This is an optimization exercise on Yosys and OpenROAD, whose aim is small area, not a production implementation. Where RTL was checked, it was by simulation tests only, not by an equivalence proof against the original. Power figures rest on the tool's default switching activity, not on a simulated workload. The clock port is modelled as an ideal driver; clocking choices that lean on that would not hold on a real chip.

## oak
## glyph_rain_engine
module glyph_rain_engine
#(
    parameter int NUM_COLS   = 80,
    parameter int NUM_ROWS   = 40,
    parameter int GLYPH_H    = 12,
    parameter int NUM_GLYPHS = 51
) (
    input  logic        clk,
    input  logic        reset,
    input  logic        frame_tick,
    input  logic        pause,
    input  logic [1:0]  palette_sel,
    input  logic        display_on,
    input  logic [10:0] hpos,
    input  logic [9:0]  vpos,
    output logic [5:0]  glyph_index,
    output logic [2:0]  glyph_x,
    output logic [3:0]  glyph_y,
    input  logic        glyph_pixel,
    output logic [5:0]  rgb,
    output logic        busy,
    output logic        overrun
);
==> flow/config.mk <==
export PLATFORM = sky130hd
export DESIGN_NAME = glyph_rain_engine
export DESIGN_NICKNAME = glyph_rain_engine
export VERILOG_FILES = /design/flow/design.v
export SDC_FILE = /design/flow/constraint.sdc
export NUM_CORES = 8
export LEC_CHECK = 0
export ABC_AREA = 1
export CAP_MARGIN = 0
export CORE_MARGIN = 2
export CORE_UTILIZATION = 65
export PLACE_DENSITY = 0.7
export SLEW_MARGIN = 0
==> flow/constraint.sdc <==
create_clock -name core_clock -period 15.0 [get_ports {clk}]
set_input_delay 3.0000 -clock core_clock [delete_from_list [all_inputs] [get_ports {clk}]]
set_output_delay 3.0000 -clock core_clock [all_outputs]
set_load 0.01 [all_outputs]
standard.sh (not shown) runs the stock make flow with config.mk's settings and CLKGATE_MAP_FILE= SYNTH_SCRIPT=/design/flow/synth_recipe.tcl, a recipe that flattens the netlist after the stock synthesis.
==> flow/flow/run.sh <==
#!/bin/bash
# Layout flow: the standard flow (standard.sh, all ORFS steps) with:
#  - a copy of ORFS's scripts folder in which only abc_area.script is
#    replaced by flow/abc_area.script, an area-oriented ABC mapping script
#    (synthesis is otherwise the standard one: same Yosys passes, same
#    register mapping and names; only the combinational mapping differs);
#  - port buffers of the smallest buffer cell;
#  - clock tree synthesis without dummy loads.
set -euo pipefail
here=$(pwd)
rm -rf "$here/orfs_scripts"
cp -r "$FLOW_HOME/scripts" "$here/orfs_scripts"
cp "$here/flow/abc_area.script" "$here/orfs_scripts/abc_area.script"
bash "$here/standard.sh" \
  "SCRIPTS_DIR=$here/orfs_scripts" \
  ABC_AREA=1 \
  "BUFFER_PORTS_ARGS=-buffer_cell sky130_fd_sc_hd__buf_1" \
  "CTS_ARGS=-sink_clustering_enable -repair_clock_nets -dont_use_dummy_load -sink_clustering_size 31 -sink_clustering_max_diameter 100 -buf_list sky130_fd_sc_hd__clkbuf_16" \
  finish > "$here/standard_make.log" 2>&1
==> flow/flow/abc_area.script <==
&get -n
&st
&dch
&nf -R 1000 -F 8 -A 4 -C 32
&put
The following lists how pine was set up differently from oak:
--- a/flow/design.v
+++ b/flow/design.v
@@ -14,59 +14,52 @@
 endpackage
 import glyph_rain_pkg::*;
 module glyph_rain_column_state
 #(
     parameter int NUM_COLS = 80,
     parameter int W        = 19
 ) (
     input  logic         clk,
-    input  logic         rd_en_lo,    
     input  logic [6:0]   rd_slot,     
     output logic [W-1:0] rd_data,
     output logic [W-1:0] head_data,   
     input  logic [W-1:0] tail_data    
 );
     logic [W-1:0] ring [NUM_COLS];
     always_ff @(posedge clk) begin
         for (int i = 0; i < NUM_COLS - 1; i++)
             ring[i] <= ring[i + 1];
         ring[NUM_COLS - 1] <= tail_data;
     end
     assign head_data = ring[0];
-    localparam int NG = (NUM_COLS + 2) / 3;
-    logic [NUM_COLS-1:0] sel, sel_lo;
+    localparam int NG = NUM_COLS / 2;
+    logic [NUM_COLS-1:0] nsel;
     logic [W-1:0]        grp [NG];
     always_comb begin
-        for (int i = 0; i < NUM_COLS; i++) begin
-            sel[i]    = (rd_slot == 7'(i));
-            sel_lo[i] = rd_en_lo && (rd_slot == 7'(i));
-        end
-        for (int g = 0; g < NG; g++) begin
-            grp[g] = '0;
-            for (int k = 0; k < 3; k++)
-                if (3 * g + k < NUM_COLS)
-                    grp[g] = grp[g] | (ring[3 * g + k] & {{(W-9){sel[3 * g + k]}}, {9{sel_lo[3 * g + k]}}});
-        end
+        for (int i = 0; i < NUM_COLS; i++)
+            nsel[i] = (rd_slot != 7'(i));
+        for (int g = 0; g < NG; g++)
+            grp[g] = (ring[2 * g] | {W{nsel[2 * g]}}) & (ring[2 * g + 1] | {W{nsel[2 * g + 1]}});
     end
-    logic [W-1:0] lvl [6][NG];
+    logic [W-1:0] lvl [7][NG];
     always_comb begin
         int n;
         for (int g = 0; g < NG; g++) lvl[0][g] = grp[g];
         n = NG;
-        for (int l = 1; l < 6; l++) begin
+        for (int l = 1; l < 7; l++) begin
             for (int g = 0; g < NG; g++) begin
-                if (2 * g + 1 < n)      lvl[l][g] = lvl[l-1][2*g] | lvl[l-1][2*g+1];
+                if (2 * g + 1 < n)      lvl[l][g] = lvl[l-1][2*g] & lvl[l-1][2*g+1];
                 else if (2 * g < n)     lvl[l][g] = lvl[l-1][2*g];
-                else                    lvl[l][g] = '0;
+                else                    lvl[l][g] = '1;
             end
             n = (n + 1) / 2;
         end
     end
-    assign rd_data = lvl[5][0];
+    assign rd_data = lvl[6][0];
 endmodule
 import glyph_rain_pkg::*;
 module glyph_rain_engine
 #(
     parameter int NUM_COLS   = 80,
     parameter int NUM_ROWS   = 40,
     parameter int GLYPH_H    = 12,
     parameter int NUM_GLYPHS = 51
@@ -206,47 +199,45 @@
             end
             if (pw) lfsr <= lfsr_next(lfsr);
         end
     end
     logic [7:0]   s1_col;
     logic [6:0]   cp;           
     logic [6:0]   slot;
     logic [7:0]   slot_d;
-    logic         cfresh;
     logic [W-1:0] rd_data;
     logic [W-1:0] ring_head;
     logic [W-1:0] ring_tail;
     logic [W-1:0] phys_cur;
     assign s1_col = hpos[10:3];
     assign cp     = (s1_col < 8'(NUM_COLS)) ? s1_col[6:0] : 7'd0;
     assign slot_d = {1'b0, cp} - {1'b0, ph};
     assign slot   = slot_d[7] ? slot_d[6:0] + 7'(NUM_COLS) : slot_d[6:0];
     glyph_rain_column_state #(
         .NUM_COLS (NUM_COLS),
         .W        (W)
     ) u_cols (
         .clk       (clk),
-        .rd_en_lo  (!cfresh),
         .rd_slot   (slot),
         .rd_data   (rd_data),
         .head_data (ring_head),
         .tail_data (ring_tail)
     );
     function automatic logic [W-1:0] col_reset(input logic [6:0] c);
         logic [6:0] h;
         h = (c >= 7'(NUM_ROWS)) ? c - 7'(NUM_ROWS) : c;
         col_reset = {h[5:0], 3'd0, 3'd0, 6'd0};
     endfunction
     assign phys_cur  = fresh ? col_reset(ph) : ring_head;
     assign ring_tail = col_update(phys_cur, lfsr[4:0], pw);
     logic [7:0]  q;
     logic [6:0]  row;
     logic [1:0]  r3;
-    logic        cp_lt_ph, cp_lt_kn, pend;
+    logic        cp_lt_ph, cp_lt_kn, pend, cfresh;
     logic [5:0]  ch;
     logic [2:0]  ctr;
     logic [5:0]  csd;
     logic        cz;
     logic [6:0]  pdist;
     logic        vis;
     always_comb begin
         logic [1:0] r;
@@ -268,17 +259,17 @@
     assign cp_lt_ph = cp < ph;
     assign cp_lt_kn = cp < kn;
     assign cfresh   = fresh && !(pw && cp_lt_ph);
     assign pend     = (pw && !cp_lt_ph && (owe || !busy || cp_lt_kn)) ||
                       (owe && (!busy || cp_lt_kn));
     logic inc, resp;
     always_comb begin
         logic [W-1:0] base;
-        base = {cfresh ? col_reset(cp) >> 9 : rd_data >> 9, 9'd0} | {9'd0, rd_data[8:0]};
+        base = cfresh ? col_reset(cp) : rd_data;
         ch   = dec_head(base[17:12], base[11:10]);
         ctr  = base[8:6];
         csd  = base[5:0];
         cz   = !hc_ext(base[17:12]) && base[11];
     end
     assign inc  = pend && cz;
     assign resp = inc && (ch == 6'd43 + {3'b000, ctr});
     function automatic logic [7:0] rotl(input logic [7:0] x, input int k);
==> notes.md <==
Looking at the reports, pine completed the entire flow and the layout it produced met the timing, design-rule and antenna checks. oak has completed all stages; timing, DRC and antenna checks passed. pine: power share of the combinational group is 19 points higher than what oak reported. Between oak and pine, the flow reports unique cell type count in the Yosys netlist decreasing by a little under 10%. Cell area | pine vs oak | pine smaller. On clock skew: pine sits above oak. Relative to oak, number of filler cells placed in the layout increased by about 0.7% in pine. Changes observed in pine relative to oak: power density relative to cell area went up by about 33%, number of global-route vias before repair was more or less identical, worst slack after detailed placement went down by 370 ps.
No run of this note included a check of the RTL's function; only the layout flow was run.

---

== the reference run ==
glyph_rain_engine, a different RTL version from the one above (not shown whole).
Size: about 2900 cells after synthesis, ~50 I/O pins, roughly 41000 µm² of cells after synthesis.
clock: 15.0 ns
lec_check: 0
abc_area: 1
cap_margin: 0
core_margin: 2
core_utilization: 65
place_density: 0.7
slew_margin: 0
Scripts as last shown in full above: flow/flow/run.sh, flow/flow/abc_area.script
Setup changes, the reference run to the trial run
diff --git a/flow/design.v b/flow/design.v
--- a/flow/design.v
+++ b/flow/design.v
@@ -292,24 +292,34 @@
         logic [5:0] c;
         logic [6:0] y;
         r8   = {1'b0, row};
         ncol = ~s1_col;
         {u1, u0} = csa(rotl(s1_col, 3), ncol, rotl(r8, 6));
         {t1, t0} = csa(u0, u1, {2'b00, csd});
         sum = {1'b0, t0} + {1'b0, t1} + {8'd0, inc};
-        case ({sum[7:6], sum[8]})
-            3'b000: c = 6'd0;  3'b001: c = 6'd1;
-            3'b010: c = 6'd13; 3'b011: c = 6'd14;
-            3'b100: c = 6'd26; 3'b101: c = 6'd27;
-            3'b110: c = 6'd39; default: c = 6'd40;
+        case (sum[8:5])
+            4'd0: c = 6'd0;
+            4'd1: c = 6'd32;
+            4'd2: c = 6'd13;
+            4'd3: c = 6'd45;
+            4'd4: c = 6'd26;
+            4'd5: c = 6'd7;
+            4'd6: c = 6'd39;
+            4'd7: c = 6'd20;
+            4'd8: c = 6'd1;
+            4'd9: c = 6'd33;
+            4'd10: c = 6'd14;
+            4'd11: c = 6'd46;
+            4'd12: c = 6'd27;
+            4'd13: c = 6'd8;
+            4'd14: c = 6'd40;
+            4'd15: c = 6'd21;
         endcase
-        y = {1'b0, sum[5:0]} + {1'b0, c};
-        if (y >= 7'd102)     gidx = 6'(y - 7'd102);
-        else if (y >= 7'd51) gidx = 6'(y - 7'd51);
-        else                 gidx = y[5:0];
+        y = {1'b0, c} + {2'b00, sum[4:0]};
+        gidx = (y >= 7'd51) ? 6'(y - 7'd51) : y[5:0];
     end
     assign pdist = {1'b0, ch} - row + {6'd0, inc};
     assign vis     = display_on && (s1_col < 8'(NUM_COLS)) && (vpos < 10'(NUM_ROWS * GLYPH_H));
     logic [1:0] s2_cls;
     logic [2:0] s2_idx;
     always_ff @(posedge clk or posedge reset) begin
         if (reset) begin
Results
The trial run vs the reference run — final cell count without fillers dropped 0.77%.
Share of synthesized cell area in and, or, nand and nor gates delta (the reference run -> the trial run): insignificant
Diff the reference run -> the trial run: net switching power down 13%, number of signal-net inverters in the final layout went down 3, compound-cell area share of the yosys netlist did not really move, clock-buffer cell count decreased 1.
The trial run against the reference run: worst setup slack shows an increase of 0.12 ns, average instance area after synthesis shows an increase of about 0.5%, routed wire length shows an increase of 2.9%, first-pass GRT wire length shows an increase of about 3%.

re-timing with driven ports:
The flow's constraints put no driver on any port. The routed layouts listed below were extracted and timed again, unchanged, in two steps.
Step 1 assumes that a clkbuf_16 drives the clock port and a buf_2 every other input.
Step 2 adds t to the input delays and takes it off the output delays; t is the mean of the earliest and latest rising clock arrival at the registers after step 1. Input paths then give back, and output paths get back, about the clock's delay inside the block.
Three values: ideal ports, drivers, drivers and shift; two values: the first two.
run	shift t [ns]	setup slack, ns	slew at the worst register clock pin (ns)	cell pins on the clock port's net
oak	0.685	1.263 / 1.301 / 0.615	0.12 / 0.12	1
pine	0.680	0.627 / 0.665 / -0.015	0.12 / 0.12	1
the reference run	0.692	1.263 / 1.308 / 0.616	0.12 / 0.12	1
the trial run	0.679	1.386 / 1.405 / 0.726	0.12 / 0.12	1
Met with ideal ports but missed after step 2: setup timing in pine. For the trial run, which loses most, drivers alone change the setup slack by +0.019 ns; drivers and shift together by -0.660 ns.
